Background: an optimization exercise with open tools, aiming at small area. Do not read the settings as production practice. The RTL was checked by simulation tests, not by an equivalence proof against the original design. Power figures rest on the tool's default switching activity, not on a simulated workload.

**run.sh**
```bash
#!/bin/bash
# synth_recipe.tcl (not shown) runs the flow's synth.tcl, then flattens the netlist and writes it again
# the make line also repeats each setting of config.mk as NAME=value (left out here)
make -C /OpenROAD-flow-scripts/flow DESIGN_CONFIG=/design/flow/config.mk WORK_HOME=/design/flow/orfs CLKGATE_MAP_FILE= SYNTH_SCRIPT=/design/flow/synth_recipe.tcl finish
```
**config.mk**
```make
export PLATFORM = sky130hd
export DESIGN_NAME = two_stack_integer_vm
export DESIGN_NICKNAME = two_stack_integer_vm
export VERILOG_FILES = /design/flow/design.v
export SDC_FILE = /design/flow/constraint.sdc
export NUM_CORES = 4
export LEC_CHECK = 0
export CAP_MARGIN = 20
export CORE_MARGIN = 2
export CORE_UTILIZATION = 40
export SLEW_MARGIN = 20
```
**constraint.sdc**
```tcl
create_clock -name core_clock -period 10.0 [get_ports {clk_i}]
set_input_delay 2.0000 -clock core_clock [delete_from_list [all_inputs] [get_ports {clk_i}]]
set_output_delay 2.0000 -clock core_clock [all_outputs]
set_load 0.01 [all_outputs]
```
**design.v**
```verilog
`default_nettype none
package tsvm_pkg;
  localparam int StackDepth = 16;
  localparam int DataWidth  = 32;
  localparam logic [3:0] KindPush   = 4'd0;
  localparam logic [3:0] KindIstore = 4'd1;
  localparam logic [3:0] KindPrint  = 4'd2;
  localparam logic [3:0] KindNot    = 4'd3;
  localparam logic [3:0] KindLt     = 4'd4;
  localparam logic [3:0] KindGt     = 4'd5;
  localparam logic [3:0] KindAdd    = 4'd6;
  localparam logic [3:0] KindSub    = 4'd7;
  localparam logic [3:0] KindMul    = 4'd8;
  localparam logic [3:0] KindDiv    = 4'd9;
  localparam logic [3:0] KindOr     = 4'd10;
  localparam logic [3:0] KindEq     = 4'd11;
  localparam logic [3:0] KindAnd    = 4'd12;
  localparam logic [1:0] StOk      = 2'd0;
  localparam logic [1:0] StUnder   = 2'd1;
  localparam logic [1:0] StOver    = 2'd2;
  localparam logic [1:0] StDivZero = 2'd3;
endpackage
`default_nettype wire
`default_nettype none
import tsvm_pkg::*;
module two_stack_integer_vm (
  input  wire logic               clk_i,
  input  wire logic               rst_ni,
  input  wire logic               push,
  output logic                    full,
  input  wire logic [3:0]         kind_i,
  input  wire logic signed [31:0] immediate_i,
  output logic                    empty,
  input  wire logic               pop,
  output logic signed [31:0]      value_o,
  output logic [1:0]              status_o
);
  logic [31:0] os [StackDepth];    
  logic [31:0] rs [StackDepth];    
  logic       owe, rwe;
  logic [3:0] owa, rwa, rra;
  logic [1:0] owd, rwd;
  logic [1:0] rdA, rdB, rdR;
  for (genvar j = 0; j < StackDepth; j++) begin : g_ent
    always_ff @(posedge clk_i) begin
      os[j] <= {(owe && owa == j) ? owd : os[j][1:0], os[j][31:2]};
      rs[j] <= {(rwe && rwa == j) ? rwd : rs[j][1:0], rs[j][31:2]};
    end
  end
  logic [3:0]  ph;           
  logic [5:0]  c;            
  logic        act;          
  logic        ov;           
  logic [1:0]  st_q;
  logic [31:0] ob;           
  logic [4:0]  oc, rc;       
  logic        cy;           
  logic        shR, shB;     
  logic        zl, zr;       
  logic        sl, sr;       
  logic        sg;           
  logic        bq;           
  logic [3:0] oc_m1, oc_m2, rc_m1;
  assign oc_m1 = oc[3:0] - 4'd1;
  assign oc_m2 = oc[3:0] - 4'd2;
  assign rc_m1 = rc[3:0] - 4'd1;
  logic k_push, k_ist, k_prt, k_not, k_lt, k_gt, k_add, k_sub, k_mul, k_div;
  logic k_or, k_eq, k_and, k_bin;
  assign k_push = kind_i == KindPush;
  assign k_ist  = kind_i == KindIstore;
  assign k_prt  = kind_i == KindPrint;
  assign k_not  = kind_i == KindNot;
  assign k_lt   = kind_i == KindLt;
  assign k_gt   = kind_i == KindGt;
  assign k_add  = kind_i == KindAdd;
  assign k_sub  = kind_i == KindSub;
  assign k_mul  = kind_i == KindMul;
  assign k_div  = kind_i == KindDiv;
  assign k_or   = kind_i == KindOr;
  assign k_eq   = kind_i == KindEq;
  assign k_and  = kind_i == KindAnd;
  assign k_bin  = (kind_i >= KindLt) && (kind_i <= KindAnd);
  logic       oc_full, oc_zero, oc_lt2, rc_full, rc_zero;
  assign oc_full = oc[4];
  assign oc_zero = (oc == 5'd0);
  assign oc_lt2  = (oc[4:1] == 4'd0);
  assign rc_full = rc[4];
  assign rc_zero = (rc == 5'd0);
  logic       chk_err;
  logic [1:0] chk_st;
  always_comb begin
    chk_err = 1'b0;
    chk_st  = StDivZero;
    if (k_push) begin
      if (oc_full) begin chk_err = 1'b1; chk_st = StOver; end
    end else if (k_ist) begin
      if (rc_zero) begin chk_err = 1'b1; chk_st = StUnder; end
      else if (oc_full) begin chk_err = 1'b1; chk_st = StOver; end
    end else if (k_prt || k_not) begin
      if (oc_zero) begin chk_err = 1'b1; chk_st = StUnder; end
    end else if (k_bin) begin
      if (oc_lt2) begin chk_err = 1'b1; chk_st = StUnder; end
      else if (rc_full) begin chk_err = 1'b1; chk_st = StOver; end
    end
  end
  logic c0, c1, c2, c_last_div, errp, emit, ok, fin, ph0, ph15;
  assign ph0  = (ph == 4'd0);
  assign ph15 = (ph == 4'd15);
  assign c0   = (c == 6'd0);
  assign c1   = (c == 6'd1);
  assign c2   = (c == 6'd2);
  assign c_last_div = (c == 6'd34);
  assign errp = chk_err | (k_div & ~c0 & ~zr);
  assign emit = errp | k_prt;
  assign ok   = act & ~errp;
  logic last;
  always_comb begin
    if (errp)                                   last = 1'b1;
    else if (k_mul)                             last = (c == 6'd32);
    else if (k_div)                             last = c_last_div;
    else if (k_not || (k_bin && !k_add && !k_sub)) last = c1;
    else                                        last = 1'b1;
  end
  assign fin  = act & ph15 & last;
  assign full = ~fin;
  assign rra = k_ist ? rc_m1 : rc[3:0];
  logic [31:0] wA, wB, wR;
  assign wA  = os[oc_m1];
  assign wB  = os[oc_m2];
  assign wR  = rs[rra];
  assign rdA = wA[1:0];
  assign rdB = wB[1:0];
  assign rdR = wR[1:0];
  logic [1:0] imm_d;
  assign imm_d = immediate_i[{ph, 1'b0} +: 2];
  logic div_p1, div_d, div_f, mul_a, first;
  assign div_p1 = k_div & c1;                     
  assign div_d  = k_div & ~c0 & ~c1 & ~c_last_div;  
  assign div_f  = k_div & c_last_div;             
  assign mul_a  = k_mul & ~c0;                    
  assign first  = (k_mul & c1) | (k_div & c2);    
  logic [1:0] rdRg, shiftR, shiftB, X, Y, Ys, S;
  logic       inv, cin, cc1, cc2, x32, sgn;
  assign rdRg   = first ? 2'b00 : rdR;
  assign shiftR = {rdRg[0], ph0 ? (k_div & bq) : shR};
  assign shiftB = {rdB[0],  ph0 ? (k_div & ~sg) : shB};
  always_comb begin
    if (k_add || k_sub || k_lt || k_gt) X = rdB;
    else if (mul_a || div_d)            X = shiftR;
    else                                X = 2'b00;
    if (div_p1)     Ys = rdB;
    else if (div_f) Ys = shiftB;
    else if (k_mul) Ys = bq ? rdA : 2'b00;
    else            Ys = rdA;
    if (k_sub || k_lt || k_gt) inv = 1'b1;
    else if (div_p1)           inv = sl;
    else if (div_d)            inv = (sg == sr);
    else if (div_f)            inv = sl ^ sr;
    else                       inv = 1'b0;
  end
  assign Y   = Ys ^ {2{inv}};
  assign cin = ph0 ? (inv & ~k_gt) : cy;
  assign S[0] = X[0] ^ Y[0] ^ cin;
  assign cc1  = (X[0] & Y[0]) | (X[0] & cin) | (Y[0] & cin);
  assign S[1] = X[1] ^ Y[1] ^ cc1;
  assign cc2  = (X[1] & Y[1]) | (X[1] & cc1) | (Y[1] & cc1);
  assign x32  = k_div ? rdRg[1] : X[1];
  assign sgn  = x32 ^ Y[1] ^ cc2;
  logic res;
  always_comb begin
    if (k_lt)      res = sg;
    else if (k_gt) res = ~sg;
    else if (k_or) res = zl | zr;
    else if (k_eq) res = ~(zl ^ zr);
    else           res = zl & zr;
  end
  always_comb begin
    owe = 1'b0;
    owa = oc[3:0];
    owd = imm_d;
    if (k_push) begin
      owe = ok & c0;
    end else if (k_ist) begin
      owe = ok & c0;
      owd = rdR;
    end else if (k_not) begin
      owe = ok & c1;
      owa = oc_m1;
      owd = {1'b0, ph0 & ~zr};
    end else if (k_mul || k_div) begin
      owe = ok & (k_mul | ~c0);
      owa = oc_m2;
      owd = div_p1 ? {S[0], ph0 ? 1'b0 : shB} : shiftB;
    end
  end
  assign rwa = rc[3:0];
  always_comb begin
    rwe = 1'b0;
    rwd = S;
    if (k_add || k_sub)  rwe = ok & c0;
    else if (k_mul)      rwe = ok & ~c0;
    else if (k_div)      rwe = ok & ~c0 & ~c1;
    else if (k_bin) begin
      rwe = ok & c1;
      rwd = {1'b0, ph0 & res};
    end
  end
  always_ff @(posedge clk_i) begin
    if (act) begin
      cy  <= cc2;
      shR <= rdRg[1];
      shB <= div_p1 ? S[1] : rdB[1];
      if (c0) begin
        zr <= (~ph0 & zr) | rdA[1] | rdA[0];
        zl <= (~ph0 & zl) | rdB[1] | rdB[0];
      end
      if (ph15) begin
        bq <= div_p1 ? S[1] : rdB[1];
        if (c0) begin
          sl <= rdB[1];
          sr <= rdA[1];
        end
        if (k_div) begin
          if (c0)         sg <= 1'b0;
          else if (div_d) sg <= sgn;
        end else if (c0) begin
          sg <= sgn;
        end
      end
      if (emit) ob <= {(k_prt & ~errp) ? rdA : 2'b00, ob[31:2]};
      if (fin && emit) st_q <= errp ? chk_st : StOk;
    end
  end
  always_ff @(posedge clk_i or negedge rst_ni) begin
    if (!rst_ni) begin
      ph  <= '0;
      c   <= '0;
      act <= 1'b0;
      ov  <= 1'b0;
      oc  <= '0;
      rc  <= '0;
    end else begin
      ph <= ph + 4'd1;
      if (!act) begin
        c <= '0;
        if (push && ph15 && !ov) act <= 1'b1;
      end else if (ph15) begin
        c <= c + 6'd1;
        if (last) act <= 1'b0;
      end
      if (fin && emit)  ov <= 1'b1;
      else if (pop)     ov <= 1'b0;
      if (fin && !errp) begin
        if (k_push) oc <= oc + 5'd1;
        else if (k_ist) begin
          oc <= oc + 5'd1;
          rc <= rc - 5'd1;
        end else if (k_prt) oc <= oc - 5'd1;
        else if (k_bin) begin
          oc <= oc - 5'd2;
          rc <= rc + 5'd1;
        end
      end
    end
  end
  assign empty    = ~ov;
  assign value_o  = ob;
  assign status_o = st_q;
endmodule
`default_nettype wire
```
==> out/metrics.cfg, run 1 <==
[status]
outcome = no timing/DRC/antenna violations

[worst_setup_path]
startpoint = kind_i[3]
crit-reg2reg-launch = rc[1]
crit_required_ps = 8000
crit_fanout = 24
ff2ff_path_depth = 12
critPathArrivalTime_ps = 5400
start_kind = input pin
critical_path_class = in -> out
rr_endpoint = rs[3][31]
rrSetupSlack_ps = 4610
endpoint_kind = output port
crit_end = full

[clock_tree]
cts_sinks = 1089
numCtsBuffers = 97
cts_buffer_depth = 3
cts_setup_buffers = 0
cts_tree = done
h-tree-depth = 3
cts_hold_buf = 0
cts.clk_slew.worst_paths_ps = 60
cts_resized = 0
insertion_delay_ps = 650
clock-root-buffer = clkbuf_16

[detailed_routing]
vias_per_cell = 4.50
wl_per_cell_um = 15.9
postRouteAntennaNets = 0
dr.pass1.iters = 6
drc = 0
finalWirelength_um = 45400
vias = 12800
drtIter0Drc = 1050

[timing]
worst_pin_slew_ps = 950
min_period_over_period_pct = 74.0
setup_viol_count_final = 0
max_slew_margin_pct = 35.8
setup_tns_ps = 0
finalMaxSlewViolations = 0
report.final.hold_viol_count = 0
skew_ps = 32.4
period_minus_slack_ps = 7400
max_clock_freq_mhz = 135
rsz0062_at_grt = false
worst_slack_ps = 2600

[layout]
layout_common_cells = dfxtp_1, clkbuf_16, nor2_1, clkdlybuf4s50_1, mux2_2
fillers = 5619
post-route-util_pct = 47.8
nets = 1965
drive_gt1_share_pct = 13.6
multiInputGateArea_sq_um = 4430
final_common_cell = dfxtp_1
seq_area_sq_um = 22300
fin_area_sq_um = 32100
area_delta_synth_final_pct = 18.6

[power_and_ir_drop]
seqPwrFrac_pct = 52.4
total_power_mw = 8.52
internal-power_mw = 6.67
p_sw_share_pct = 21.7
pwr-share-comb_pct = 4.6
irDropWorstVdd_uv = 155
clockPowerShare_pct = 43.0
p_per_area_nw_per_um2 = 265
switchingPower_mw = 1.85
leakagePower_nw = 12.6

[yosys]
syn-cell-area_sq_um = 27100
synthCells = 1760
ys_types = 79
ys_seq_area_share_pct = 82.5
synth_warnings = 3
postSynthAreaPerCell_sq_um = 15.4
ys.flop_type = dfxtp_1
synth_seq_cells = 1089
synth_edf_count = 43
synthArstFlopShare_pct = 2.02

[place]
dpl_cell_area_sq_um = 28800
portBuffers = 75
hpwlAfterDp_um = 29300
post-place-ws_ps = 2660
gp_congestion = 0.876

[floorplanning]
dieArea_sq_um = 69800
die_x_um = 264
die_h_um = 264
ios = 76
core_area_sq_um = 67200
rows = 95
start_util_pct = 40.3

[flow_run]
maxCapViolations = 0

[global_route]
grt_use_total_pct = 13.0
antenna_found_initial = 2
overflow = 0
grt_pass1_vias = 12400
grt_max_degree = 33
grt_pass1_wl_um = 70300

[worst_hold_path]
hp-class = reg -> reg

worst max-delay path, cell delays in order:
cell	delay (ps)
clkdlybuf4s50_1	990
nor4bb_1	910
and4_1	500
a41o_1	160
a21oi_1	70
nand2_1	120
nand2_1	120
clkdlybuf4s50_1	520
Yosys cell counts, drive strengths merged, types with 5 or more instances:
cell / count / area share (%)
dfxtp: 1024 / 76
nor2: 75 / 1.0
mux2: 71 / 3.0
nand2: 56 / 0.78
edfxtp: 43 / 4.8
clkbuf: 41 / 0.57
a21oi: 34 / 0.64
nand3: 31 / 0.57
inv: 28 / 0.39
ha: 26 / 1.2
xnor2: 23 / 0.74
dfrtp: 22 / 2.0
mux2i: 18 / 0.67
a22oi: 16 / 0.44
o21ai: 14 / 0.26
and2: 13 / 0.30
nor3: 13 / 0.24
and3: 12 / 0.28
nor2b: 11 / 0.25
o22ai: 11 / 0.25
mux4: 10 / 0.83
nand2b: 10 / 0.23
buf: 9 / 0.21
a221oi: 8 / 0.28
a32oi: 8 / 0.26
nor4: 8 / 0.18
or2: 8 / 0.18
or3: 8 / 0.18
a211oi: 6 / 0.17
a21boi: 5 / 0.15
a31oi: 5 / 0.12
nand4: 5 / 0.12
o21a: 5 / 0.14
o31ai: 5 / 0.14
xor2: 5 / 0.16
worst min path at each step:
stage	depth (start not counted)	slack, ps	start	end
after floorplan	0	310	os[0][2]	os[0][0]
after global placement	0	310	os[10][7]	os[10][5]
after detailed placement	0	310	os[13][2]	os[13][0]
after CTS	0	300	rs[14][21]	rs[14][19]
after global routing	0	300	rs[12][26]	rs[12][24]
final	0	300	rs[14][21]	rs[14][19]
metrics by stage:
stage | std cells | hold slack [ps]
5_1_grt | 2849 | 303
2_1_floorplan | 1760 | 310
6_report | 2854 | 301
3_3_place_gp | 2670 | 310
4_1_cts | 2849 | 301
3_5_place_dp | 2670 | 312
registers in the layout, summed over array words and instances, names as in the netlist, 2 cells and up:
register,cells
c,6
ob,32
oc,5
os,512
ph,4
rc,5
rs,512
st_q,2
layer usage:
layer	track usage [%]	up-vias	routed length, um
met5	0	-	0
met4	5.48	0	1290
met3	2.83	103	2590
met2	18.2	415	18300
met1	19.3	6098	23300
li1	-	6223	-
cell type report:
| class | instances | area share, % |
|---|---|---|
| sequential | 1089 | 69.5 |
| multi-input combinational | 593 | 13.8 |
| tap | 873 | 3.40 |
| timing repair buffer | 87 | 2.62 |
| clock inverter | 40 | 1.42 |
| antenna | 5 | 0.0389 |
| inverter | 28 | 0.327 |
| clock buffer | 139 | 8.88 |
cells by family (layout without fill, tap and decap cells):
kind of cell,count (synthesis),after routing,synth area share [%]
AOI/OAI and AO/OA,173,173,4.76
muxes,99,99,4.46
xor gates and xnor gates,28,28,0.905
adders and majority gates,29,29,1.42
and+or+nand+nor,264,264,4.79
buffers and inverters,78,294,1.17
DFF,1089,1089,82.5
other,0,5,0
power by group through the flow:
| stage | clock, mW | sequential [mW] | combinational, mW |
|---|---|---|---|
| detailed placement | 0 | 4.56 | 0.391 |
| CTS | 3.77 | 4.46 | 0.392 |
| global placement | 0 | 4.55 | 0.390 |
| finish | 3.67 | 4.46 | 0.394 |
| global route | 3.95 | 4.46 | 0.426 |
| floorplan | 0 | 4.54 | 0.238 |
==> inputs of run 2 (changes only) <==
--- a/design.v
+++ b/design.v
@@ -126,8 +126,18 @@
   assign rra = k_ist ? rc_m1 : rc[3:0];
-  logic [31:0] wA, wB, wR;
-  assign wA  = os[oc_m1];
-  assign wB  = os[oc_m2];
+  logic [1:0] ev [StackDepth/2];
+  logic [1:0] od [StackDepth/2];
+  for (genvar j = 0; j < StackDepth/2; j++) begin : g_eo
+    assign ev[j] = os[2*j][1:0];
+    assign od[j] = os[2*j+1][1:0];
+  end
+  logic [2:0] ea, oa;
+  logic [1:0] rdE, rdO;
+  assign ea  = oc_m1[0] ? oc_m2[3:1] : oc_m1[3:1];
+  assign oa  = oc_m1[0] ? oc_m1[3:1] : oc_m2[3:1];
+  assign rdE = ev[ea];
+  assign rdO = od[oa];
+  assign rdA = oc_m1[0] ? rdO : rdE;
+  assign rdB = oc_m1[0] ? rdE : rdO;
+  logic [31:0] wR;
   assign wR  = rs[rra];
-  assign rdA = wA[1:0];
-  assign rdB = wB[1:0];
   assign rdR = wR[1:0];
@@ -208,6 +218,8 @@
   always_ff @(posedge clk_i) begin
+    if (!act)      c <= '0;
+    else if (ph15) c <= c + 6'd1;
+    cy  <= cc2;
+    shR <= rdRg[1];
+    shB <= div_p1 ? S[1] : rdB[1];
     if (act) begin
-      cy  <= cc2;
-      shR <= rdRg[1];
-      shB <= div_p1 ? S[1] : rdB[1];
       if (c0) begin
@@ -236,3 +248,2 @@
       ph  <= '0;
-      c   <= '0;
       act <= 1'b0;
@@ -244,6 +255,4 @@
       if (!act) begin
-        c <= '0;
         if (push && ph15 && !ov) act <= 1'b1;
       end else if (ph15) begin
-        c <= c + 6'd1;
         if (last) act <= 1'b0;
==> flow/run.sh (new file) <==
#!/bin/bash
set -euo pipefail
export CTS_ARGS="-sink_clustering_enable -repair_clock_nets -dont_use_dummy_load -buf_list sky130_fd_sc_hd__clkbuf_8 -sink_clustering_size 16 -sink_clustering_max_diameter 60"
export BUFFER_PORTS_ARGS="-buffer_cell sky130_fd_sc_hd__buf_1"
bash standard.sh finish > flow_make.log 2>&1
==> standard.sh (new file) <==
#!/bin/bash
# synth_recipe.tcl (not shown) runs the flow's synth.tcl, then flattens the netlist and writes it again
# the make line also repeats each setting of config.mk as NAME=value (left out here)
make -C /OpenROAD-flow-scripts/flow DESIGN_CONFIG=/design/flow/config.mk WORK_HOME=/design/flow/orfs CLKGATE_MAP_FILE= SYNTH_SCRIPT=/design/flow/synth_recipe.tcl "${@:-finish}"
--- a/config.mk
+++ b/config.mk
@@ -7,2 +7,3 @@
 export LEC_CHECK = 0
+export ABC_AREA = 1
 export CAP_MARGIN = 20
removed: run.sh
==> run 2 against run 1 <==
Effect of this change: sequential share of layout area up 7.3 points; fmax grew 25%; final area is 9.7% lower; synthesized cell count rose by 8.4%; flip-flop and latch count did not move; critical path depth rose by 5; global-route usage about the same; worst setup slack better by 1500 ps; final cell count is 2.1% higher; register-to-register slack improved by 20 ps; first-iteration DRC count is 37% lower; die area fell by 1.7%; critical path type unchanged; highest routed layer unchanged.
==> out/metrics.cfg, run 2 <==
[place]
post-place-ws_ps = 4100
dpl_cell_area_sq_um = 27900
hpwlAfterDp_um = 30300
dp_cells = 2834
gp_congestion = 0.867
portBuffers = 75

[clock_tree]
cts_setup_buffers = 0
cts_tree = done
clock-root-buffer = clkbuf_8
cts_resized = 0
cts_hold_buf = 0
insertion_delay_ps = 670
numCtsBuffers = 81
cts.clk_slew.worst_paths_ps = 90
h-tree-depth = 3
cts_sinks = 1089
cts_buffer_depth = 3

[timing]
setup_tns_ps = 0
report.final.hold_viol_count = 0
finalMaxSlewViolations = 0
worst_slack_ps = 4090
min_period_over_period_pct = 59.1
max_clock_freq_mhz = 169
setup_viol_count_final = 0
rsz0062_at_grt = false
worst_pin_slew_ps = 769
skew_ps = 92.2
hold_ws_ps = 308
max_slew_margin_pct = 48.5
period_minus_slack_ps = 5910

[power_and_ir_drop]
pwr-share-comb_pct = 4.2
clockPowerShare_pct = 28.9
leakagePower_nw = 11.6
seqPwrFrac_pct = 66.9
irDropWorstVdd_uv = 135
internal-power_mw = 5.20
p_sw_share_pct = 21.4
switchingPower_mw = 1.42
total_power_mw = 6.62
p_per_area_nw_per_um2 = 228

[global_route]
grt_use_total_pct = 12.9
grt_pass1_vias = 12300
grt_pass1_wl_um = 67400
antenna_found_initial = 0
grt_max_degree = 33
overflow = 0

[worst_setup_path]
critical_path_class = in -> out
crit_slowest_cell = buf_1
rrSetupSlack_ps = 4630
rr_endpoint = rs[15][31]
cpLargestDelayFamily = buffers and inverters
crit_required_ps = 8000
critPathBufInv = 4
crit_fanout = 11
critPathMaxStageDelay_ps = 360
critPathArrivalTime_ps = 3910
path_cells = buf_1 > inv_2 > nand2_4 > nor2_8 > a21oi_1 > o21a_1 > o21ai_1 > o22ai_2 > o21ai_2 > inv_4 > nand2_1 > nand2_1 > buf_1
endpoint_kind = output port
ff2ff_path_depth = 18
crit-reg2reg-launch = oc[0]
start_kind = input pin

[worst_hold_path]
hp-class = reg -> reg
hold_path.startpoint = rs[7][23]
min_to = rs[7][21]
hold_depth = 0

[layout]
fin_area_sq_um = 29000
fillers = 6033
n_antenna_cell = 0
multiInputGateArea_sq_um = 3890
post-route-util_pct = 44.1
area_delta_synth_final_pct = 9.04
layout_common_cells = dfxtp_1, nand2_1, nor2_1
instances_no_fill = 2915
nets = 2120
largest_registers = os x512, rs x512, ob x32
final_common_cell = dfxtp_1
seq_area_sq_um = 22300
drive_gt1_share_pct = 8.78

[floorplanning]
rows = 94
die_x_um = 262
die_h_um = 262
start_util_pct = 40.4
dieArea_sq_um = 68600
ios = 76
core_area_sq_um = 65900

[yosys]
synth.most_common_cell = dfxtp_1
synth_edf_count = 40
syn-cell-area_sq_um = 26600
synthCells = 1907
ys.flop_type = dfxtp_1
postSynthAreaPerCell_sq_um = 14.0
synth_area_leader_cell = dfxtp_1
synth_common_cells = dfxtp_1, nand2_1, nor2_1
synth_area_leaders = dfxtp_1, edfxtp_1, nand2_1
synthArstFlopShare_pct = 1.47
synth_top_area_share_pct = 77.7
synth_warnings = 5
ys_seq_area_share_pct = 83.7
ys_types = 46
synth_seq_cells = 1089

[detailed_routing]
postRouteAntennaNets = 0
drtIter0Drc = 662
vias_per_cell = 4.34
drc = 0
wl_per_cell_um = 15.0
finalWirelength_um = 43800
vias = 12600
dr.pass1.iters = 5

[status]
outcome = no timing/DRC/antenna violations

[flow_run]
maxCapViolations = 0

==> run 2: cell types whose count changed after synthesis, moves of 18 or more <==
cell	change
nor2_2	+25
nand4_1	+23
xnor2_1	-19
nand2_1	+165
mux2i_1	-18
mux2_2	-70
nand3_1	+50
inv_1	+48
o21ai_1	+31
clkbuf_1	-33
o21ai_0	+47
==> run 2: area by class of cell <==
| type | instances | share of cell area (%) |
|---|---|---|
| inverter | 92 | 1.20 |
| timing repair buffer | 77 | 1.02 |
| multi-input combinational | 712 | 13.4 |
| clock buffer | 81 | 3.84 |
| sequential | 1089 | 76.8 |
| tap | 864 | 3.73 |
==> run 2: logic make-up after synthesis <==
| family | count (synthesis) | share of synthesized area (%) |
|---|---|---|
| AOI/OAI and AO/OA | 172 | 3.80 |
| xor gates and xnor gates | 16 | 0.527 |
| adders and majority gates | 27 | 1.35 |
| buffers and inverters | 106 | 1.64 |
| DFF | 1089 | 83.7 |
| and+or+nand+nor | 497 | 8.95 |
==> run 2: power by group through the flow <==
stage,Sequential (mW),Clock (mW),Combinational [mW]
6_report,4.43,1.91,0.280
3_5_place_dp,4.53,0,0.280
4_1_cts,4.43,2.02,0.281
3_3_place_gp,4.53,0,0.279
5_1_grt,4.43,2.16,0.309
2_1_floorplan,4.52,0,0.182
==> run 2: layer usage <==
layer | global-route usage (%) | part of all wire (%)
met1 | 17.7 | 49
met2 | 19.6 | 43
met3 | 2.87 | 3.9
met4 | 6.28 | 4.4
met5 | 0 | 0
==> run 2: worst max path at each step <==
| stage | depth (start not counted) | slack [ps] | start | endpoint |
|---|---|---|---|---|
| after detailed placement | 13 | 4100 | kind_i[1] | full |
| after CTS | 13 | 4090 | kind_i[1] | full |
| after global placement | 13 | 4100 | kind_i[1] | full |
| after global routing | 13 | 3890 | kind_i[1] | full |
| final | 13 | 4090 | kind_i[1] | full |
| after floorplan | 9 | 4860 | kind_i[3] | full |
==> inputs of run 3 (changes only) <==
--- a/design.v
+++ b/design.v
@@ -40,3 +40,3 @@
   logic       owe, rwe;
-  logic [3:0] owa, rwa, rra;
+  logic [3:0] owa, rwa;
   logic [1:0] owd, rwd;
@@ -125,3 +125,2 @@
   assign full = ~fin;
-  assign rra = k_ist ? rc_m1 : rc[3:0];
   logic [1:0] ev [StackDepth/2];
@@ -141,6 +140,13 @@
   logic [31:0] wR;
-  assign wR  = rs[rra];
+  assign wR  = rs[rc_m1];
   assign rdR = wR[1:0];
   logic [1:0] imm_d;
-  assign imm_d = immediate_i[{ph, 1'b0} +: 2];
+  logic [15:0] phoh;
+  always_comb begin
+    imm_d = 2'b00;
+    for (int i = 0; i < 16; i++) begin
+      phoh[i] = (ph == i);
+      imm_d = imm_d | ({2{phoh[i]}} & immediate_i[2*i +: 2]);
+    end
+  end
   logic div_p1, div_d, div_f, mul_a, first;
@@ -153,3 +159,3 @@
   logic       inv, cin, cc1, cc2, x32, sgn;
-  assign rdRg   = first ? 2'b00 : rdR;
+  assign rdRg   = first ? 2'b00 : ob[1:0];
   assign shiftR = {rdRg[0], ph0 ? (k_div & bq) : shR};
@@ -241,3 +247,4 @@
       end
-      if (emit) ob <= {(k_prt & ~errp) ? rdA : 2'b00, ob[31:2]};
+      if (emit)               ob <= {(k_prt & ~errp) ? rdA : 2'b00, ob[31:2]};
+      else if (mul_a || div_d) ob <= {S, ob[31:2]};
       if (fin && emit) st_q <= errp ? chk_st : StOk;
==> run 3 against run 2 <==
Effect of this change: worst hold slack worse by 58 ps; combinational power grew 58%; synthesized area shrank 0.94%; critical endpoint unchanged; sequential power is 0.9% higher; register-to-register slack improved by 770 ps; still clean; clock-buffer cell count did not move; non-clock buffer count up 1; via count decreased by 1.2%; highest routed layer unchanged; clock skew is 20 ps lower; worst setup slack worse by 190 ps.
==> out/metrics.cfg, run 3 <==
[yosys]
syn-cell-area_sq_um = 26400
synthArstFlopShare_pct = 1.47
synth.most_common_cell = dfxtp_1
synth_area_leader_cell = dfxtp_1
ys.flop_type = dfxtp_1
postSynthAreaPerCell_sq_um = 14.0
synth_area_leaders = dfxtp_1, edfxtp_1, nand2_1
synth_seq_cells = 1089
synthCells = 1887
ys_seq_area_share_pct = 84.5
synth_edf_count = 40
ys_types = 54
synth_warnings = 5
synth_top_area_share_pct = 78.5
synth_common_cells = dfxtp_1, nand2_1, inv_1

[floorplanning]
die_x_um = 261
core_area_sq_um = 65500
start_util_pct = 40.2
die_h_um = 261
dieArea_sq_um = 68000
rows = 94
ios = 76

[global_route]
grt_max_degree = 33
grt_pass1_wl_um = 65500
grt_use_total_pct = 12.8
antenna_found_initial = 5
overflow = 0
grt_pass1_vias = 11900

[clock_tree]
clock-root-buffer = clkbuf_8
h-tree-depth = 3
cts_tree = done
cts_resized = 0
numCtsBuffers = 81
cts_hold_buf = 0
cts_buffer_depth = 3
insertion_delay_ps = 660
cts.clk_slew.worst_paths_ps = 90
cts_sinks = 1089
cts_setup_buffers = 0

[detailed_routing]
postRouteAntennaNets = 0
dr.pass1.iters = 5
wl_per_cell_um = 14.9
vias = 12500
finalWirelength_um = 43100
drc = 0
vias_per_cell = 4.31
drtIter0Drc = 809

[layout]
area_delta_synth_final_pct = 9.12
final_common_cell = dfxtp_1
fin_area_sq_um = 28800
drive_gt1_share_pct = 8.90
fillers = 5829
largest_registers = os x512, rs x512, ob x32
layout_common_cells = dfxtp_1, nand2_1, inv_1
nets = 2099

[power_and_ir_drop]
pwr-share-comb_pct = 6.5
leakagePower_nw = 11.5
clockPowerShare_pct = 28.0
seqPwrFrac_pct = 65.5
switchingPower_mw = 1.55
internal-power_mw = 5.27
p_sw_share_pct = 22.7
irDropWorstVdd_uv = 79.9
p_per_area_nw_per_um2 = 237

[timing]
worst_slack_ps = 3900
report.final.hold_viol_count = 0
setup_tns_ps = 0
period_minus_slack_ps = 6100
hold_ws_ps = 249
finalMaxSlewViolations = 0
max_slew_margin_pct = 35.2
rsz0062_at_grt = false
skew_ps = 71.9
worst_pin_slew_ps = 963
min_period_over_period_pct = 61.0
setup_viol_count_final = 0
max_clock_freq_mhz = 164

[place]
portBuffers = 75
post-place-ws_ps = 3890
gp_congestion = 0.853
hpwlAfterDp_um = 29900
dpl_cell_area_sq_um = 27600

[worst_setup_path]
critPathMaxStageDelay_ps = 510
path_cells = buf_1 > inv_4 > nand2_4 > nand3_2 > nand2_2 > o21ai_2 > a21oi_2 > inv_1 > o22ai_2 > o21a_1 > nand2_1 > nand2_1 > buf_1
endpoint_kind = output port
ff2ff_path_depth = 15
critPathArrivalTime_ps = 4100
critical_path_class = in -> out
crit_fanout = 9
crit_required_ps = 8000
start_kind = input pin
crit_slowest_cell = buf_1

[flow_run]
maxCapViolations = 0

[status]
outcome = no timing/DRC/antenna violations

[worst_hold_path]
hold_depth = 0
hp-class = reg -> reg

run 3: cell types whose count changed in the layout (fill, tap and decap cells not counted), sizes merged, moves of 7 or more:
cell	previous run	this run
inv	89	115
nand2	248	273
nand3	92	68
nor2	118	103
o21a	17	1
o21ai	96	89
run 3: area by class of cell:
class	count	area, sq um	area share [%]
tap	864	1080	3.76
antenna	2	5.00	0.0174
timing repair buffer	78	304	1.06
multi-input combinational	668	3530	12.3
sequential	1089	22300	77.5
clock buffer	81	1110	3.88
inverter	117	443	1.54
run 3: critical path: cells and delay by family:
family                 cells  cell delay, ps
AO/OA/AOI/OAI              4             650
buffers and inverters      4             840
AND/OR/NAND/NOR            5             610
run 3: final timing paths:
path / start / end / slack [ps]
worst max-delay path: kind_i[1] / full / 3900
worst min-delay path: rs[0][2] / rs[0][0] / 250
worst max register to register: oc[0] / rs[0][31] / 5400
worst min register to register: rs[0][2] / rs[0][0] / 250
max in group asynchronous: rst_ni / rc[4] / 8420
min in group asynchronous: rst_ni / ph[0] / 1310
run 3: routing by layer:
layer	up-vias	GRT usage (%)	wire length (um)
li1	6215	-	-
met1	5889	19.2	23100
met2	302	17.8	16800
met3	77	2.22	1990
met4	0	5.90	1240
met5	-	0	0
run 3: logic make-up after synthesis:
family | Yosys count | share of synthesized area (%)
AOI/OAI and AO/OA | 141 | 3.07
xor gates and xnor gates | 17 | 0.593
adders and majority gates | 24 | 1.22
buffers and inverters | 130 | 2.06
DFF | 1089 | 84.5
and+or+nand+nor | 486 | 8.52
run 3: per-stage QoR:
step                      total power [mW]  util [%]  std cells
after global placement                5.02      42.2       2816
after detailed placement              5.02      42.2       2816
final                                 6.82      43.9       2899
after floorplan                       4.85         -       1887
after CTS                             6.93      43.9       2897
after global routing                  7.13      43.9       2898
run 3: power by group through the flow:
| stage | logic (mW) | registers [mW] | clock network [mW] |
|---|---|---|---|
| 3_5_place_dp | 0.449 | 4.58 | 0 |
| 6_report | 0.443 | 4.47 | 1.91 |
| 5_1_grt | 0.496 | 4.48 | 2.15 |
| 4_1_cts | 0.450 | 4.47 | 2.01 |
| 3_3_place_gp | 0.451 | 4.57 | 0 |
| 2_1_floorplan | 0.281 | 4.57 | 0 |
==> inputs of run 4 (changes only) <==
==> flow/run.sh (replaced) <==
#!/bin/bash
set -euo pipefail
export CTS_ARGS="-sink_clustering_enable -repair_clock_nets -dont_use_dummy_load -buf_list sky130_fd_sc_hd__clkbuf_8 -sink_clustering_size 20 -sink_clustering_max_diameter 60"
export BUFFER_PORTS_ARGS="-buffer_cell sky130_fd_sc_hd__buf_1"
bash standard.sh finish > flow_make.log 2>&1
==> run 4 against run 3 <==
Effect of this change: die area did not move; synthesized cell count did not move; largest power group unchanged; first-iteration DRC count rose by 5.2%; global-route usage fell by 0.099 points; clock skew rose by 16 ps; worst setup slack got worse by 6.8 ps; clock power fell by 8%; fmax fell by 0.11%; flip-flop and latch count did not move; non-clock buffer count did not move; clock-buffer cell count fell by 14; via count fell by 0.94%.
==> out/metrics.cfg, run 4 <==
[layout]
fillers = 5843
area_delta_synth_final_pct = 8.39
nets = 2085
post-route-util_pct = 43.6
largest_registers = os x512, rs x512, ob x32
fin_area_sq_um = 28600
instances_no_fill = 2885
drive_gt1_share_pct = 8.27
layout_common_cells = dfxtp_1, nand2_1, inv_1
final_common_cell = dfxtp_1

[global_route]
grt_pass1_vias = 11700
grt_use_total_pct = 12.7
grt_max_degree = 33
grt_pass1_wl_um = 65000
antenna_found_initial = 6
overflow = 0

[clock_tree]
cts_tree = done
insertion_delay_ps = 660
cts_setup_buffers = 0
cts_buffer_depth = 3
numCtsBuffers = 67
cts_hold_buf = 0
h-tree-depth = 3
cts_resized = 0
cts.clk_slew.worst_paths_ps = 110
cts_sinks = 1089
clock-root-buffer = clkbuf_8

[detailed_routing]
vias_per_cell = 4.29
finalWirelength_um = 42900
postRouteAntennaNets = 0
vias = 12400
drc = 0
dr.pass1.iters = 5
drtIter0Drc = 851
wl_per_cell_um = 14.9

[power_and_ir_drop]
p_per_area_nw_per_um2 = 234
leakagePower_nw = 11.4
total_power_mw = 6.68
irDropWorstVdd_uv = 82.9

[yosys]
synth_seq_cells = 1089
synthCells = 1887
postSynthAreaPerCell_sq_um = 14.0
synth_edf_count = 40
synthArstFlopShare_pct = 1.47
synth.most_common_cell = dfxtp_1
synth_common_cells = dfxtp_1, nand2_1, inv_1
ys.flop_type = dfxtp_1
syn-cell-area_sq_um = 26400
ys_types = 54
synth_area_leader_cell = dfxtp_1
ys_seq_area_share_pct = 84.5
synth_area_leaders = dfxtp_1, edfxtp_1, nand2_1
synth_warnings = 5
synth_top_area_share_pct = 78.5

[worst_hold_path]
hold_depth = 0
hold_path.startpoint = rs[1][15]
min_to = rs[1][13]
hp-class = reg -> reg

[timing]
skew_ps = 87.5
max_slew_margin_pct = 39.1
rsz0062_at_grt = false
period_minus_slack_ps = 6110
worst_slack_ps = 3890
finalMaxSlewViolations = 0
hold_ws_ps = 252
worst_pin_slew_ps = 905
setup_tns_ps = 0
min_period_over_period_pct = 61.1
report.final.hold_viol_count = 0
max_clock_freq_mhz = 164
setup_viol_count_final = 0

[worst_setup_path]
rr_endpoint = rs[0][31]
crit_fanout = 9
start_kind = input pin
crit-reg2reg-launch = oc[0]
path_cells = buf_1 > inv_4 > nand2_4 > nand3_2 > nand2_2 > o21ai_2 > a21oi_2 > inv_1 > o22ai_2 > o21a_1 > nand2_1 > nand2_1 > buf_1
critPathArrivalTime_ps = 4110
crit_required_ps = 8000
crit_slowest_cell = buf_1
ff2ff_path_depth = 15
critical_path_class = in -> out
endpoint_kind = output port
rrSetupSlack_ps = 5380
critPathMaxStageDelay_ps = 510

[floorplanning]
dieArea_sq_um = 68000
rows = 94
die_h_um = 261
die_x_um = 261
start_util_pct = 40.2
core_area_sq_um = 65500
ios = 76

[place]
gp_congestion = 0.853
portBuffers = 75
hpwlAfterDp_um = 29900
dp_cells = 2816
post-place-ws_ps = 3890
dpl_cell_area_sq_um = 27600

[flow_run]
maxCapViolations = 0

[status]
outcome = no timing/DRC/antenna violations

run 4: cell counts after synthesis:
Identical to the previous run, type by type.
run 4: power breakdown:
part,total (mW),switching (mW),internal [mW]
Clock,1.76,1.15,0.608
Combinational,0.446,0.330,0.116
Sequential,4.47,0.0407,4.43
Total,6.68,1.52,5.16
run 4: routing by layer:
metal	track usage, %	up-vias	share of wire [%]
met2	17.8	270	39
met4	4.97	0	2.8
li1	-	6185	-
met1	19.1	5832	54
met3	2.58	79	5.0
met5	0	-	0
run 4: kinds of logic after synthesis:
| logic type | after synthesis | share of synthesized area (%) |
|---|---|---|
| xor+xnor | 17 | 0.593 |
| flops | 1089 | 84.5 |
| buf+inv | 130 | 2.06 |
| simple gates | 486 | 8.52 |
| compound gates | 141 | 3.07 |
| fa+ha+maj | 24 | 1.22 |
run 4: layout make-up:
class | count | area [sq um] | area share (%)
flip-flops and latches | 1089 | 22300 | 78.0
multi-input cells | 668 | 3530 | 12.4
well taps | 864 | 1080 | 3.78
clock buffers | 67 | 922 | 3.23
inverters | 117 | 443 | 1.55
repair buffers | 78 | 304 | 1.06
diodes | 2 | 5.00 | 0.0175
run 4: critical path, delay by kind of cell:
family / cells / cell delay (ps)
AO/OA/AOI/OAI: 4 / 650
buffers and inverters: 4 / 840
AND/OR/NAND/NOR: 5 / 610
run 4: how the worst max path moves through the flow:
stage                end  cells after the start      start  slack (ps)
detailed placement  full                     13  kind_i[1]        3890
finish              full                     13  kind_i[1]        3890
floorplan           full                     13  kind_i[1]        4860
global route        full                     13  kind_i[1]        3700
CTS                 full                     13  kind_i[1]        3880
global placement    full                     13  kind_i[1]        3840
==> inputs of run 5 (changes only) <==
--- a/design.v
+++ b/design.v
@@ -62,6 +62,10 @@
   logic        bq;           
+  logic [4:0] oc_d1, oc_d2, rc_d1;
   logic [3:0] oc_m1, oc_m2, rc_m1;
-  assign oc_m1 = oc[3:0] - 4'd1;
-  assign oc_m2 = oc[3:0] - 4'd2;
-  assign rc_m1 = rc[3:0] - 4'd1;
+  assign oc_d1 = oc - 5'd1;
+  assign oc_d2 = oc - 5'd2;
+  assign rc_d1 = rc - 5'd1;
+  assign oc_m1 = oc_d1[3:0];
+  assign oc_m2 = oc_d2[3:0];
+  assign rc_m1 = rc_d1[3:0];
   logic k_push, k_ist, k_prt, k_not, k_lt, k_gt, k_add, k_sub, k_mul, k_div;
@@ -272,6 +276,6 @@
           oc <= oc + 5'd1;
-          rc <= rc - 5'd1;
-        end else if (k_prt) oc <= oc - 5'd1;
+          rc <= rc_d1;
+        end else if (k_prt) oc <= oc_d1;
         else if (k_bin) begin
-          oc <= oc - 5'd2;
+          oc <= oc_d2;
           rc <= rc + 5'd1;
--- a/flow/run.sh
+++ b/flow/run.sh
@@ -4,2 +4,3 @@
 export BUFFER_PORTS_ARGS="-buffer_cell sky130_fd_sc_hd__buf_1"
+export RECOVER_POWER=100
 bash standard.sh finish > flow_make.log 2>&1
==> run 5 against run 4 <==
Effect of this change: still clean; sequential share of layout area increased by 0.26 points; register-to-register slack worse by 150 ps; die area about the same; first-iteration DRC count down 12%; highest routed layer is now met5.
==> out/metrics.cfg, run 5 <==
[worst_setup_path]
critPathMaxStageDelay_ps = 560
crit_fanout = 8
critPathBufInv = 4
endpoint_kind = output port
cpLargestDelayFamily = buffers and inverters
critPathArrivalTime_ps = 4690
start_kind = input pin
crit_required_ps = 8000
critical_path_class = in -> out
crit_slowest_cell = o21ai_0
path_cells = clkbuf_1 > nand2_1 > nor2_1 > inv_1 > nor2_1 > inv_1 > nand2_1 > a22oi_1 > o21ai_0 > buf_1

[clock_tree]
cts_resized = 0
insertion_delay_ps = 680
numCtsBuffers = 67
h-tree-depth = 3
cts_sinks = 1089
cts.clk_slew.worst_paths_ps = 100
cts_buffer_depth = 3
cts_setup_buffers = 0
cts_hold_buf = 0
cts_tree = done
clock-root-buffer = clkbuf_8

[layout]
area_delta_synth_final_pct = 8.13
final_common_cell = dfxtp_1
drive_gt1_share_pct = 4.56
n_antenna_cell = 0
instances_no_fill = 2903
post-route-util_pct = 43.5
largest_registers = os x512, rs x512, ob x32
layout_common_cells = dfxtp_1, nand2_1, nand3_1
fin_area_sq_um = 28500
nets = 2107

[power_and_ir_drop]
leakagePower_nw = 11.3
irDropWorstVdd_uv = 155
p_per_area_nw_per_um2 = 238

[place]
dpl_cell_area_sq_um = 27600
portBuffers = 75
hpwlAfterDp_um = 30400
dp_cells = 2836
gp_congestion = 0.872

[timing]
skew_ps = 80.1
max_slew_margin_pct = 19.4
hold_ws_ps = 278
setup_tns_ps = 0
min_period_over_period_pct = 66.9
setup_viol_count_final = 0
max_clock_freq_mhz = 149
report.final.hold_viol_count = 0
worst_pin_slew_ps = 1210
period_minus_slack_ps = 6690
rsz0062_at_grt = false
finalMaxSlewViolations = 0

[detailed_routing]
wl_per_cell_um = 15.0
vias = 12700
drtIter0Drc = 753
postRouteAntennaNets = 0
drc = 0
vias_per_cell = 4.36
finalWirelength_um = 43700
dr.pass1.iters = 5

[floorplanning]
dieArea_sq_um = 67900
ios = 76
rows = 94
core_area_sq_um = 65500
start_util_pct = 40.2
die_h_um = 261
die_x_um = 261

[yosys]
synth_common_cells = dfxtp_1, nand2_1, nand3_1
synth_edf_count = 40
synth_area_leader_cell = dfxtp_1
synth_warnings = 5
synth.most_common_cell = dfxtp_1
ys.flop_type = dfxtp_1
postSynthAreaPerCell_sq_um = 13.8
ys_types = 48
ys_seq_area_share_pct = 84.6
syn-cell-area_sq_um = 26300
synthArstFlopShare_pct = 1.47
synthCells = 1912
synth_seq_cells = 1089
synth_area_leaders = dfxtp_1, edfxtp_1, nand2_1
synth_top_area_share_pct = 78.5

[status]
outcome = no timing/DRC/antenna violations

[global_route]
grt_pass1_wl_um = 67800
overflow = 0
grt_use_total_pct = 13.0
grt_max_degree = 33
antenna_found_initial = 6
grt_pass1_vias = 12500

[flow_run]
maxCapViolations = 0

[worst_hold_path]
hp-class = reg -> reg

==> run 5: cell type report <==
type,count,area [sq um]
Inverter,105,394
Sequential cell,1089,22300
Timing Repair Buffer,75,282
Fill cell,5820,37000
Tap cell,864,1080
Clock buffer,67,922
Multi-Input combinational cell,703,3520
==> run 5: power by group <==
part | switching [mW] | total (mW) | internal, mW | leakage (nW)
Sequential | 0.0503 | 4.50 | 4.45 | 8.89
Combinational | 0.372 | 0.510 | 0.138 | 1.95
Clock | 1.15 | 1.76 | 0.608 | 0.482
==> run 5: routing by layer <==
layer	track usage [%]	up-vias	part of all wire, %
met5	0	-	0.14
met4	4.86	10	3.0
met3	3.27	109	4.9
met2	20.5	242	44
met1	17.4	6003	48
li1	-	6287	-
==> run 5: logic make-up after synthesis <==
kind of cell	count (synthesis)	share of synthesized area (%)
buffers and inverters	120	1.85
AND/OR/NAND/NOR	533	8.69
adder cells (fa/ha/maj)	26	1.29
AO/OA/AOI/OAI	127	2.87
XOR/XNOR	17	0.694
flip-flops	1089	84.6
==> run 5: worst register-to-register path: stages (launching register included) <==
cell and delay [ps]:
dfrtp_1 490, inv_1 260, ha_1 420, nand2_1 120, nand2_1 70, nand2_1 280
nand4_1 210, nand2_1 80, nor2_1 230, nand4_1 240, and2_0 250, o21ai_0 220
xor2_1 240, fa_1 480, inv_1 140, o21ai_0 130, o21ai_2 160, nand2_1 400
nand2_1 210, nand2_1 70
==> run 5: final timing paths <==
check	startpoint	endpoint	slack, ps	cells after the start
setup / recovery	kind_i[3]	full	3310	10
hold / removal	rs[2][25]	rs[2][23]	280	0
setup reg to reg	oc[2]	os[15][31]	5230	19
hold reg to reg	rs[2][25]	rs[2][23]	280	0
max in group asynchronous	rst_ni	ov	7800	1
min in group asynchronous	rst_ni	oc[4]	1510	1
==> run 5: stage by stage <==
| stage | worst slack [ps] | power [mW] |
|---|---|---|
| 2_1_floorplan | 4940 | 4.95 |
| 3_3_place_gp | 4210 | 5.10 |
| 3_5_place_dp | 4200 | 5.11 |
| 4_1_cts | 4190 | 6.86 |
| 5_1_grt | 3040 | 7.09 |
| 6_report | 3310 | 6.77 |
==> inputs of run 6 (changes only) <==
--- a/flow/run.sh
+++ b/flow/run.sh
@@ -4,2 +4,4 @@
 export BUFFER_PORTS_ARGS="-buffer_cell sky130_fd_sc_hd__buf_1"
+export REMOVE_ABC_BUFFERS=1
+export POST_FLOORPLAN_TCL="$(pwd)/flow/downsize.tcl"
 export RECOVER_POWER=100
==> flow/downsize.tcl (new file) <==
set db [ord::get_db]
set n 0
foreach inst [[ord::get_db_block] getInsts] {
  set m [[$inst getMaster] getName]
  if {![regexp {^sky130_fd_sc_hd__([a-z0-9]+)_([0-9]+)$} $m -> base drv]} { continue }
  if {[regexp {^(df|edf|sdf|dl|clk|tap|conb|fill|decap|diode)} $base]} { continue }
  if {$drv <= 1} { continue }
  set best ""
  foreach d {0 1} {
    set cand [$db findMaster sky130_fd_sc_hd__${base}_$d]
    if {$cand != "NULL" && $cand != ""} {
      set cur [$inst getMaster]
      if {[expr [$cand getWidth] < [$cur getWidth]] && ($best == "" || [$cand getWidth] < [$best getWidth])} { set best $cand }
    }
  }
  if {$best != ""} { $inst swapMaster $best; incr n }
}
puts "downsize: swapped $n instances"
==> run 6 against run 5 <==
Effect of this change: fmax down 0.65%; global-route usage shrank 0.28 points; non-clock buffer count up 2; worst setup slack worse by 44 ps; via count is 0.61% lower; register-to-register slack worse by 70 ps; power is 0.12% lower; critical path type unchanged.
==> out/metrics.cfg, run 6 <==
[layout]
layout_common_cells = dfxtp_1, nand2_1, nand3_1
largest_registers = os x512, rs x512, ob x32
drive_gt1_share_pct = 3.67
fillers = 5913
final_common_cell = dfxtp_1
post-route-util_pct = 43.4
nets = 2109
area_delta_synth_final_pct = 7.84

[place]
hpwlAfterDp_um = 29400
portBuffers = 75
gp_congestion = 0.857
post-place-ws_ps = 3310

[yosys]
synthArstFlopShare_pct = 1.47
synth_warnings = 5
ys.flop_type = dfxtp_1
synth_top_area_share_pct = 78.5
synth_area_leaders = dfxtp_1, edfxtp_1, nand2_1
synth_seq_cells = 1089
synth_edf_count = 40
synth.most_common_cell = dfxtp_1
ys_types = 48
syn-cell-area_sq_um = 26300
synthCells = 1912
synth_area_leader_cell = dfxtp_1
synth_common_cells = dfxtp_1, nand2_1, nand3_1
ys_seq_area_share_pct = 84.6
postSynthAreaPerCell_sq_um = 13.8

[clock_tree]
clock-root-buffer = clkbuf_8
cts_hold_buf = 0
cts_setup_buffers = 0
cts.clk_slew.worst_paths_ps = 110
h-tree-depth = 3
cts_tree = done
cts_buffer_depth = 3
cts_sinks = 1089
cts_resized = 0
numCtsBuffers = 67
insertion_delay_ps = 670

[timing]
setup_viol_count_final = 0
worst_pin_slew_ps = 1330
period_minus_slack_ps = 6740
skew_ps = 72.6
rsz0062_at_grt = false
max_slew_margin_pct = 11.0
worst_slack_ps = 3260
min_period_over_period_pct = 67.4
setup_tns_ps = 0
report.final.hold_viol_count = 0
finalMaxSlewViolations = 0
max_clock_freq_mhz = 148

[floorplanning]
ios = 76
rows = 94
start_util_pct = 40.2
die_h_um = 261
die_x_um = 261
core_area_sq_um = 65500
dieArea_sq_um = 67900

[worst_setup_path]
crit_fanout = 8
start_kind = input pin
crit_required_ps = 8000
critical_path_class = in -> out
critPathArrivalTime_ps = 4740
endpoint_kind = output port

[global_route]
grt_max_degree = 33
grt_use_total_pct = 12.7
grt_pass1_vias = 12200
grt_pass1_wl_um = 66300
antenna_found_initial = 4
overflow = 0

[detailed_routing]
finalWirelength_um = 43000
dr.pass1.iters = 5
vias = 12600
postRouteAntennaNets = 0
drtIter0Drc = 749
wl_per_cell_um = 14.8
drc = 0
vias_per_cell = 4.33

[flow_run]
maxCapViolations = 0

[power_and_ir_drop]
leakagePower_nw = 11.3
irDropWorstVdd_uv = 156
p_per_area_nw_per_um2 = 238

[status]
outcome = no timing/DRC/antenna violations

[worst_hold_path]
hp-class = reg -> reg

[run 6: cell counts after synthesis]
Identical to the previous run, type by type.
[run 6: worst paths after layout]
path / start / end / slack, ps / depth (start not counted)
setup reg to reg: oc[2] / os[5][31] / 5160 / 19
min in group asynchronous: rst_ni / ph[0] / 1690 / 2
max in group asynchronous: rst_ni / rc[3] / 7460 / 2
setup / recovery: kind_i[3] / full / 3260 / 10
hold / removal: os[1][7] / os[1][5] / 290 / 0
hold reg to reg: os[1][7] / os[1][5] / 290 / 0
[run 6: kinds of logic (layout without fill, tap and decap cells)]
kind of cell	Yosys count	count (layout)	share of synthesized area (%)
AO/OA/AOI/OAI	127	127	2.87
AND/OR/NAND/NOR	533	533	8.69
other	0	1	0
buffers and inverters	120	249	1.85
XOR/XNOR	17	17	0.694
flip-flops	1089	1089	84.6
adder cells (fa/ha/maj)	26	26	1.29
[run 6: layer usage]
metal  vias to the layer above  wire length (um)  global-route usage [%]
li1                       6296                 -                       -
met1                      5901             21800                    17.8
met2                       269             17800                    18.8
met3                       102              2060                    3.18
met4                         6              1320                    5.21
met5                         -                35                       0
[run 6: layout make-up]
type / count / area, sq um / area share [%]
Sequential cell: 1089 / 22300 / 78.4
Multi-Input combinational cell: 703 / 3430 / 12.1
Tap cell: 864 / 1080 / 3.81
Clock buffer: 67 / 922 / 3.25
Inverter: 105 / 394 / 1.39
Timing Repair Buffer: 77 / 293 / 1.03
Antenna cell: 1 / 2.50 / 0.00881
[run 6: power by group]
part / switching, mW / leakage, nW / internal (mW)
Sequential: 0.0479 / 8.89 / 4.45
Combinational: 0.376 / 1.94 / 0.128
Clock: 1.15 / 0.482 / 0.608
Total: 1.58 / 11.3 / 5.19
[run 6: worst max-delay path, stage by stage]
cell and delay (ps):
buf_1 170, nand2_1 120, nor2_1 430, inv_1 300, nor2_1 500, inv_1 230, nand2_1 130, a22oi_1 60
o21ai_0 520, buf_1 260
[run 6: stage by stage]
stage               power, mW  cells  hold slack, ps  instance area, sq um
global placement         5.10   2838             310                 27500
CTS                      6.86   2905             291                 28400
global route             7.08   2905             268                 28400
detailed placement       5.10   2838             312                 27500
floorplan                4.93   1897             310                 26200
finish                   6.76   2906             287                 28400

[what the ideal ports hide]
The results above use ideal ports. As a check the final layouts listed here were re-extracted and re-timed, cells and wires unchanged. Step 1 sets driving cells, clkbuf_16 on the clock port and buf_2 on the other inputs (assumed; they add their load-dependent delay and slew). Step 2, shift: input delay + t, output delay - t, t = (earliest + latest rising clock arrival at the registers) / 2. This alone moves slack from input paths to output paths. Slacks: ideal / step 1 / step 2; pairs: ideal / step 1.
run | t (ns) | slack for setup (ns) | hold WS [ns] | pins driven straight from the clock port
run 1 | 0.700 | 2.601 / 2.535 / 2.535 | 0.301 / 0.301 / 0.301 | 1
run 2 | 0.681 | 4.094 / 4.062 / 4.062 | 0.308 / 0.308 / 0.308 | 1
run 3 | 0.678 | 3.899 / 3.827 / 3.827 | 0.249 / 0.249 / 0.249 | 1
run 4 | 0.675 | 3.892 / 3.818 / 3.818 | 0.252 / 0.252 / 0.252 | 1
run 5 | 0.693 | 3.307 / 3.182 / 3.182 | 0.278 / 0.278 / 0.278 | 1
run 6 | 0.687 | 3.264 / 3.183 / 3.183 | 0.287 / 0.287 / 0.287 | 1
After both steps every run listed still meets setup and hold. The setup slack of run 5, which loses most, moves by -0.125 ns with the drivers and by -0.125 ns with both steps.
